This is an optimization exercise on Yosys and OpenROAD, whose aim is small area and a short achievable clock period, not a production implementation. No functional check of the RTL was part of any run shown here. No activity file was given, so power comes from the tool's default toggle rates.

## flow/design.v (module list and top-level ports; edited modules follow where they fit)
// module fp_mul_pipe: 1837 lines
module fp_mul_pipe (
  input  logic        clk,
  input  logic        rst_n,
  input  logic        in_valid,
  input  logic [3:0]  r_mode,
  input  logic [31:0] fp_X,
  input  logic [31:0] fp_Y,
  output logic        out_valid,
  output logic [31:0] fp_Z,
  output logic        ovrf,
  output logic        udrf
);
  // ...
==> flow/run.sh <==
#!/bin/bash
# synth_recipe.tcl (not shown) runs the flow's synth.tcl, then flattens the netlist and writes it again
# the make line also repeats each setting of config.mk as NAME=value (left out here)
make -C /OpenROAD-flow-scripts/flow DESIGN_CONFIG=/design/flow/config.mk WORK_HOME=/design/flow/orfs CLKGATE_MAP_FILE= SYNTH_SCRIPT=/design/flow/synth_recipe.tcl finish
==> flow/config.mk <==
export PLATFORM = sky130hd
export DESIGN_NAME = fp_mul_pipe
export DESIGN_NICKNAME = fp_mul_pipe
export VERILOG_FILES = /design/flow/design.v
export SDC_FILE = /design/flow/constraint.sdc
export NUM_CORES = 4
export LEC_CHECK = 0
export CAP_MARGIN = 20
export CORE_MARGIN = 2
export CORE_UTILIZATION = 40
export CTS_BUF_LIST = sky130_fd_sc_hd__clkbuf_8
export CTS_CLUSTER_SIZE = 30
export SETUP_SLACK_MARGIN = 5.0
export SLEW_MARGIN = 20
==> flow/constraint.sdc <==
create_clock -name core_clock -period 8.5 [get_ports {clk}]
set_input_delay 1.7000 -clock core_clock [delete_from_list [all_inputs] [get_ports {clk}]]
set_output_delay 1.7000 -clock core_clock [all_outputs]
set_load 0.01 [all_outputs]
==> impl_metrics.ini, run 1 <==
[status]
status = complete, no violations

[die]
boundaryPins = 106
design.die.area_sq_um = 56300
initial_core_util = 0.404

[routing]
wl_met1_mm = 26.2
drc_errors = 0

[timing]
setup_viol = 0
skew_ns = 0.0172
final_hold_viol_count = 0
finalSetupTns_ns = 0

[final_layout]
design_area_sq_um = 25300
multi_input_gates = 1469
multi_input_area_share = 0.583
nFillCells = 5027
top_regs = r1b_r x39, r1a_r x38, r1c_r x38
multiInputGateArea_sq_um = 14800

[clock_network]
cts-root-buf = clkbuf_8
cts_setup_buffers = 8
htree_levels = 2
ctsResizeCount = 57

[critical_path]
crit_path_max_fanout = 7
path_buf_inv = 3
worstRegToRegCells = 13
rrSetupSlack_ns = 4.99
crit_path_start_kind = flip-flop
worstPathRequired_ns = 9.07
worst_ep_arrival_time_ns = 4.08
cp_slowest_cell = or4b_4

[synthesis]
yosysSeqAreaShare = 0.266
netlist_instances = 2192
synth_xor_area_frac = 0.134
synth_area_leaders = dfxtp_1 (26%), fa_1 (24%), xnor2_1 (10%)
synth_compound_area_frac = 0.155

[hold_path]
hold_depth = 0
==> inputs of run 2 (changes only) <==
--- a/flow/design.v
+++ b/flow/design.v
@@ -16,17 +16,32 @@
   localparam logic [1:0] RT_RMM = 2'd3;   
   localparam logic [1:0] CL_NUM = 2'd0;
   localparam logic [1:0] CL_ZER = 2'd1;
   localparam logic [1:0] CL_INF = 2'd2;
   localparam logic [1:0] CL_NAN = 2'd3;
   logic [3:0] vld_q;
   logic        s0_d;
   logic [1:0]  rt0_d;
+  function automatic logic [4:0] tz24(input logic [22:0] f);
+    logic [22:0] o;
+    logic [4:0]  t;
+    o = f;
+    for (int d = 1; d < 23; d = d * 2)
+      for (int i = 22; i >= 0; i--)
+        if ((i / d) % 2 == 1) o[i] = o[i] | o[(i / d) * d - 1];
+    t = o[22] ? 5'd0 : 5'd23;
+    for (int i = 0; i < 23; i++)
+      if (f[i] && (i == 0 || !o[i-1])) t = t | 5'(i);
+    tz24 = t;
+  endfunction
+  logic [4:0]  tx0_d, ty0_d;
   always_comb begin
+    tx0_d = tz24(fp_X[22:0]);
+    ty0_d = tz24(fp_Y[22:0]);
     s0_d = fp_X[31] ^ fp_Y[31];
     case (r_mode)
       4'd1:    rt0_d = RT_TRN;
       4'd2:    rt0_d = s0_d ? RT_UPX : RT_TRN;
       4'd3:    rt0_d = s0_d ? RT_TRN : RT_UPX;
       4'd4:    rt0_d = RT_RMM;
       default: rt0_d = RT_RNE;
     endcase
@@ -39,16 +54,17 @@
       y1 = fp_Y[2*i];
       y0 = (i == 0) ? 1'b0 : fp_Y[2*i-1];
       b_one0_d[i] = y1 ^ y0;
       b_two0_d[i] = (y2 & ~y1 & ~y0) | (~y2 & y1 & y0);
       b_neg0_d[i] = y2;
     end
   end
   logic        s0_q;
+  logic [4:0]  tx0_q, ty0_q;
   logic [1:0]  rt0_q;
   logic [7:0]  ex0_q, ey0_q;
   logic [22:0] fx0_q;
   logic [11:0] b_one0_q, b_two0_q, b_neg0_q;
   wire pp0_0 = ((b_one0_q[0] & fx0_q[0])) ^ b_neg0_q[0];
   wire pp0_1 = ((b_one0_q[0] & fx0_q[1]) | (b_two0_q[0] & fx0_q[0])) ^ b_neg0_q[0];
   wire pp0_2 = ((b_one0_q[0] & fx0_q[2]) | (b_two0_q[0] & fx0_q[1])) ^ b_neg0_q[0];
   wire pp0_3 = ((b_one0_q[0] & fx0_q[3]) | (b_two0_q[0] & fx0_q[2])) ^ b_neg0_q[0];
@@ -1239,45 +1255,35 @@
   assign r1c_q[41] = r1c_r[32];
   assign r1c_q[42] = r1c_r[33];
   assign r1c_q[43] = r1c_r[34];
   assign r1c_q[44] = r1c_r[35];
   assign r1c_q[45] = r1c_r[36];
   assign r1c_q[46] = r1c_r[37];
   assign r1c_q[47] = 1'b0;
   assign cin1_q[0] = cin1_r[0];
-  logic [22:0] fy1;
-  logic [22:0] ox, oy;
-  logic        st0_1_d, st1_1_d, xfz, yfz, xz, yz, xe, ye;
+  logic        st0_1_d, st1_1_d, xz, yz, xe, ye, xfz, yfz;
   logic [1:0]  cl1_d;
   logic [9:0]  e1_d;
+  logic [5:0]  tsum;
   always_comb begin
     xz   = (ex0_q == 8'h00);
     yz   = (ey0_q == 8'h00);
     xe   = (ex0_q == 8'hFF);
     ye   = (ey0_q == 8'hFF);
+    xfz  = (tx0_q == 5'd23);
+    yfz  = (ty0_q == 5'd23);
     e1_d = {2'b00, ex0_q} + {2'b00, ey0_q} - 10'd127;
-    for (int i = 0; i < 12; i++) begin
-      if (2*i+1 <= 22) fy1[2*i+1] = b_neg0_q[i];
-      fy1[2*i] = b_one0_q[i] ^ ((i == 0) ? 1'b0 : b_neg0_q[i-1]);
-    end
-    xfz = (fx0_q == 23'd0);
-    yfz = (fy1 == 23'd0);
     if ((xe && !xfz) || (ye && !yfz) || (xe && yz) || (ye && xz)) cl1_d = CL_NAN;
     else if (xe || ye)                                           cl1_d = CL_INF;
     else if (xz || yz)                                           cl1_d = CL_ZER;
     else                                                         cl1_d = CL_NUM;
-    for (int a = 0; a < 23; a++) begin
-      ox[a] = |(fx0_q & ((23'd2 << a) - 23'd1));
-      oy[a] = |(fy1 & ((23'd2 << a) - 23'd1));
-    end
-    st1_1_d = 1'b0;   
-    st0_1_d = 1'b0;   
-    for (int a = 0; a <= 22; a++) st1_1_d = st1_1_d | (ox[a] & oy[22-a]);
-    for (int a = 0; a <= 21; a++) st0_1_d = st0_1_d | (ox[a] & oy[21-a]);
+    tsum    = {1'b0, tx0_q} + {1'b0, ty0_q};
+    st1_1_d = (tsum <= 6'd22);   
+    st0_1_d = (tsum <= 6'd21);   
   end
   logic        s1_q, st0_1_q, st1_1_q;
   logic [1:0]  cl1_q, rt1_q;
   logic [9:0]  e1_q;
   wire hs743 = r1a_q[9] ^ r1b_q[9];
   wire hc744 = r1a_q[9] & r1b_q[9];
   wire fp747 = r1a_q[10] ^ r1b_q[10];
   wire fs745 = fp747 ^ r1c_q[10];
@@ -1686,16 +1692,18 @@
   logic        ovrf_q, udrf_q;
   always_ff @(posedge clk or negedge rst_n) begin
     if (!rst_n) vld_q <= '0;
     else        vld_q <= {vld_q[2:0], in_valid};
   end
   always_ff @(posedge clk) begin
     s0_q     <= s0_d;
     rt0_q    <= rt0_d;
+    tx0_q    <= tx0_d;
+    ty0_q    <= ty0_d;
     ex0_q    <= fp_X[30:23];
     ey0_q    <= fp_Y[30:23];
     fx0_q    <= fp_X[22:0];
     b_one0_q <= b_one0_d;
     b_two0_q <= b_two0_d;
     b_neg0_q <= b_neg0_d;
     s1_q     <= s0_q;
     cl1_q    <= cl1_d;
==> run 2 against run 1 <==
Highest routed layer unchanged. Die area is 2.3% higher. Critical endpoint unchanged. Maximum frequency is 1.5% lower. First-iteration DRC count is 2.4% higher. Still clean on timing, DRC and antenna. Combinational power is 6.0% higher. Sequential power hardly changed. Final cell count is 4.9% higher. Via count is 1.6% higher. Routed wire length is 4.4% higher. Largest power group unchanged. Register-to-register slack worse by 0.05 ns. Sequential share of layout area is 0.23 points higher. Critical path depth is 1 lower.
==> impl_metrics.ini, run 2 <==
[timing]
skew_ns = 0.0297
slew_headroom = 0.414
slew_violations = 0
fin_ws_ns = 4.93
grt_setup_unrepaired = yes
setup_viol = 0
period_minus_slack_ns = 3.57
fin_crit_sh = 0.420
final_hold_viol_count = 0
finalSetupTns_ns = 0
clock.fmax_ghz = 0.280
worstMarginPinSlew_ns = 0.872

[critical_path]
r2r-start = r1a_r[5]
rrSetupSlack_ns = 4.93
cp_common_cell = a2111oi_4
worstPathRequired_ns = 9.03
cp_slowest_cell = fa_1
startpoint = r1a_r[5]
r2r_end = inc2_q
path_cells = fa_1 > ha_1 > nand4_1 > nor3_4 > a211oi_4 > a2111oi_4 > a2111oi_4 > xor2_4 > buf_12 > mux2i_4 > nor2_1 > a211o_1
worst_ep_arrival_time_ns = 4.10
worstRegToRegCells = 12
crit_path_start_kind = flip-flop
crit_path_max_fanout = 5
end_kind = flip-flop
crit_type = reg2reg
slowest_delay_ns = 0.66

[pwr]
share_comb_of_total_power = 0.675
power_switching_mw = 4.89
powerDensity_nw_per_um2 = 427
swShare = 0.441
power.leakage_nw = 10.9
intPower_mw = 6.18
peakVddDrop_mv = 0.281
seq_power_share = 0.197
pwr-share-clk = 0.128

[final_layout]
drive_gt1_frac = 0.103
nNetsFinal = 2795
largest-register = r1b_r
nFillCells = 5154
final_cell_mix = inv_1 (315), dfxtp_1 (282), fa_1 (260)
final_common_cell = inv_1
area_growth_pct = 16.4
top_regs = r1b_r x39, r1a_r x38, r1c_r x38
largest_register_ffs = 39

[routing]
wl_mm = 64.9
vias = 16800
drc_errors = 0
drt_first_pass_iters = 6
drt_iter0_drc = 1388
vias_per_cell = 5.35
routedWlPerCell_microns = 20.6
drtAntennaViolNets = 0

[global_routing]
grt_max_degree = 28
first_global_vias = 17600
grt_pass1_wl_mm = 101
antenna_found_initial = 2
grt.overflow.total = 0
grtUsageTotal = 0.229

[synthesis]
ys.flop_type = dfxtp_1
synth_edf_count = 0
ys_top_cells_by_count = inv_1 (315), dfxtp_1 (294), fa_1 (260)
netlist_instances = 2270
yosysMostFrequentCell = inv_1
async_flop_share = 0.0134
synth_warnings = 3
post-synth-top-area-cell = dfxtp_1
ys_ff_latch = 298
synth_top_cell_area_share = 0.265
synth_fp_nets = 2708
synth_area_per_cell_sq_um = 9.80
syn_area_sq_um = 22200
yosysSeqAreaShare = 0.269
synth_area_leaders = dfxtp_1 (26%), fa_1 (23%), xnor2_1 (10%)
synth.distinct_cells = 71

[placed_design]
portBuffers = 105
place_ws_ns = 4.33
post-dp-hpwl_mm = 44.2
place_congestion = 0.850

[die]
design.die.area_sq_um = 57500
fp.coreArea_sq_um = 55100
die_w_microns = 240
initial_core_util = 0.404
fp-row-count = 86
boundaryPins = 106
die_h_microns = 240

[hold_path]
hold_start = e1_q[9]
hold_path_class = reg2reg
holdPathEnd = e2_q[9]
hold_depth = 0

[clock_network]
ctsHoldBuffers = 0
cts-root-buf = clkbuf_8
clock_latency_ns = 0.64
cts_tree = done
cts.clk_slew.worst_paths_ns = 0.07
htree_levels = 2
cts_inserted_buffers = 50
clock-sinks = 298
clockBufferDepth = 3

[flow_run]
cap_violations = 0

[status]
status = complete, no violations
==> run 2: what timing repair did <==
item,CTS,global route
resized for setup,52,37
pin swaps,13,19
endpoints found under the setup margin,53,36
cloned,3,0
setup buffers,14,10
==> run 2: power groups by stage <==
stage	Clock, mW	Combinational (mW)	Sequential [mW]
2_1_floorplan	0	4.54	2.19
3_3_place_gp	0	6.20	2.20
3_5_place_dp	0	6.32	2.21
4_1_cts	1.46	7.04	2.18
5_1_grt	1.52	8.28	2.23
6_report	1.41	7.47	2.18
==> run 2: logic make-up after synthesis <==
group	count (synthesis)	share of synthesized area
AOI/OAI and AO/OA	480	0.151
buffers and inverters	473	0.0815
adders and majority gates	367	0.294
xor gates and xnor gates	341	0.135
and+or+nand+nor	299	0.0640
DFF	298	0.269
muxes	12	0.00551
==> run 2: per-layer routing <==
layer  up-vias  part of all wire  GRT usage  wire length [microns]
li1       7638                 -          -                      -
met1      8203              0.42      0.295                  27300
met2       793              0.45      0.371                  29200
met3       188             0.095     0.0583                   6140
met4         0             0.035     0.0881                   2270
met5         -                 0          0                      0
==> run 2: how the worst max path moves through the flow <==
| stage | endpoint | slack (ns) |
|---|---|---|
| after global placement | m2_q[14] | 4.35 |
| after CTS | m2_q[10] | 4.96 |
| after detailed placement | m2_q[14] | 4.33 |
| final | inc2_q | 4.93 |
| after floorplan | m2_q[20] | 5.09 |
| after global routing | inc2_q | 4.87 |
==> run 2: area by class of cell <==
type	instances	area (sq um)	share of cell area
inverter	321	1230	0.0474
clock buffer	61	840	0.0324
timing repair buffer	187	1760	0.0679
antenna	1	2.50	0.0000966
multi-input combinational	1499	14900	0.573
sequential	298	6000	0.232
clock inverter	28	289	0.0112
tap	748	936	0.0361
==> run 2: critical path, delay by kind of cell (launching register included) <==
family	cells	cell delay, ns
AOI/OAI and AO/OA	4	1.15
buffers and inverters	1	0.19
adders and majority gates	2	0.97
DFF	1	0.31
muxes	1	0.23
and+or+nand+nor	3	0.30
xor gates and xnor gates	1	0.30
==> run 2: stage by stage <==
step            util  cell area, sq um  instances  hold slack (ns)  total power, mW
2_1_floorplan      -             22200       2270            0.310             6.73
3_3_place_gp   0.437             24100       3026            0.311             8.40
3_5_place_dp   0.437             24100       3026            0.312             8.53
4_1_cts        0.466             25700       3132            0.322             10.7
5_1_grt        0.470             25900       3143            0.328             12.0
6_report       0.470             25900       3143            0.324             11.1

==> afterwards: timing with drivers on the ports <==
In the flow no input, the clock included, has a driving cell. The finished layouts below were timed again as built, in two steps.
Step 1 (the two cells are an assumption about what drives the block):
set clk [get_ports {clk}]
set_driving_cell -lib_cell sky130_fd_sc_hd__clkbuf_16 $clk
set_driving_cell -lib_cell sky130_fd_sc_hd__buf_2 [delete_from_list [all_inputs] $clk]
Step 2 also shifts input and output timing later by t, the mid clock arrival at the registers, as if the neighbouring blocks saw the same clock.
a / b / c = ideal ports / drivers / drivers and shift; a / b = the first two.
| run | t (ns) | slack for setup (ns) | worst setup path at the end | latest minus earliest clock arrival (ns) |
|---|---|---|---|---|
| run 1 | 0.680 | 4.985 / 4.985 / 4.985 | register to register | 0.019 / 0.019 |
| run 2 | 0.677 | 4.931 / 4.931 / 4.643 | input to register | 0.030 / 0.031 |
After both steps setup and hold are still met in every run listed. For run 2, which loses most, drivers alone change the setup slack by 0.000 ns; drivers and shift together by -0.288 ns.
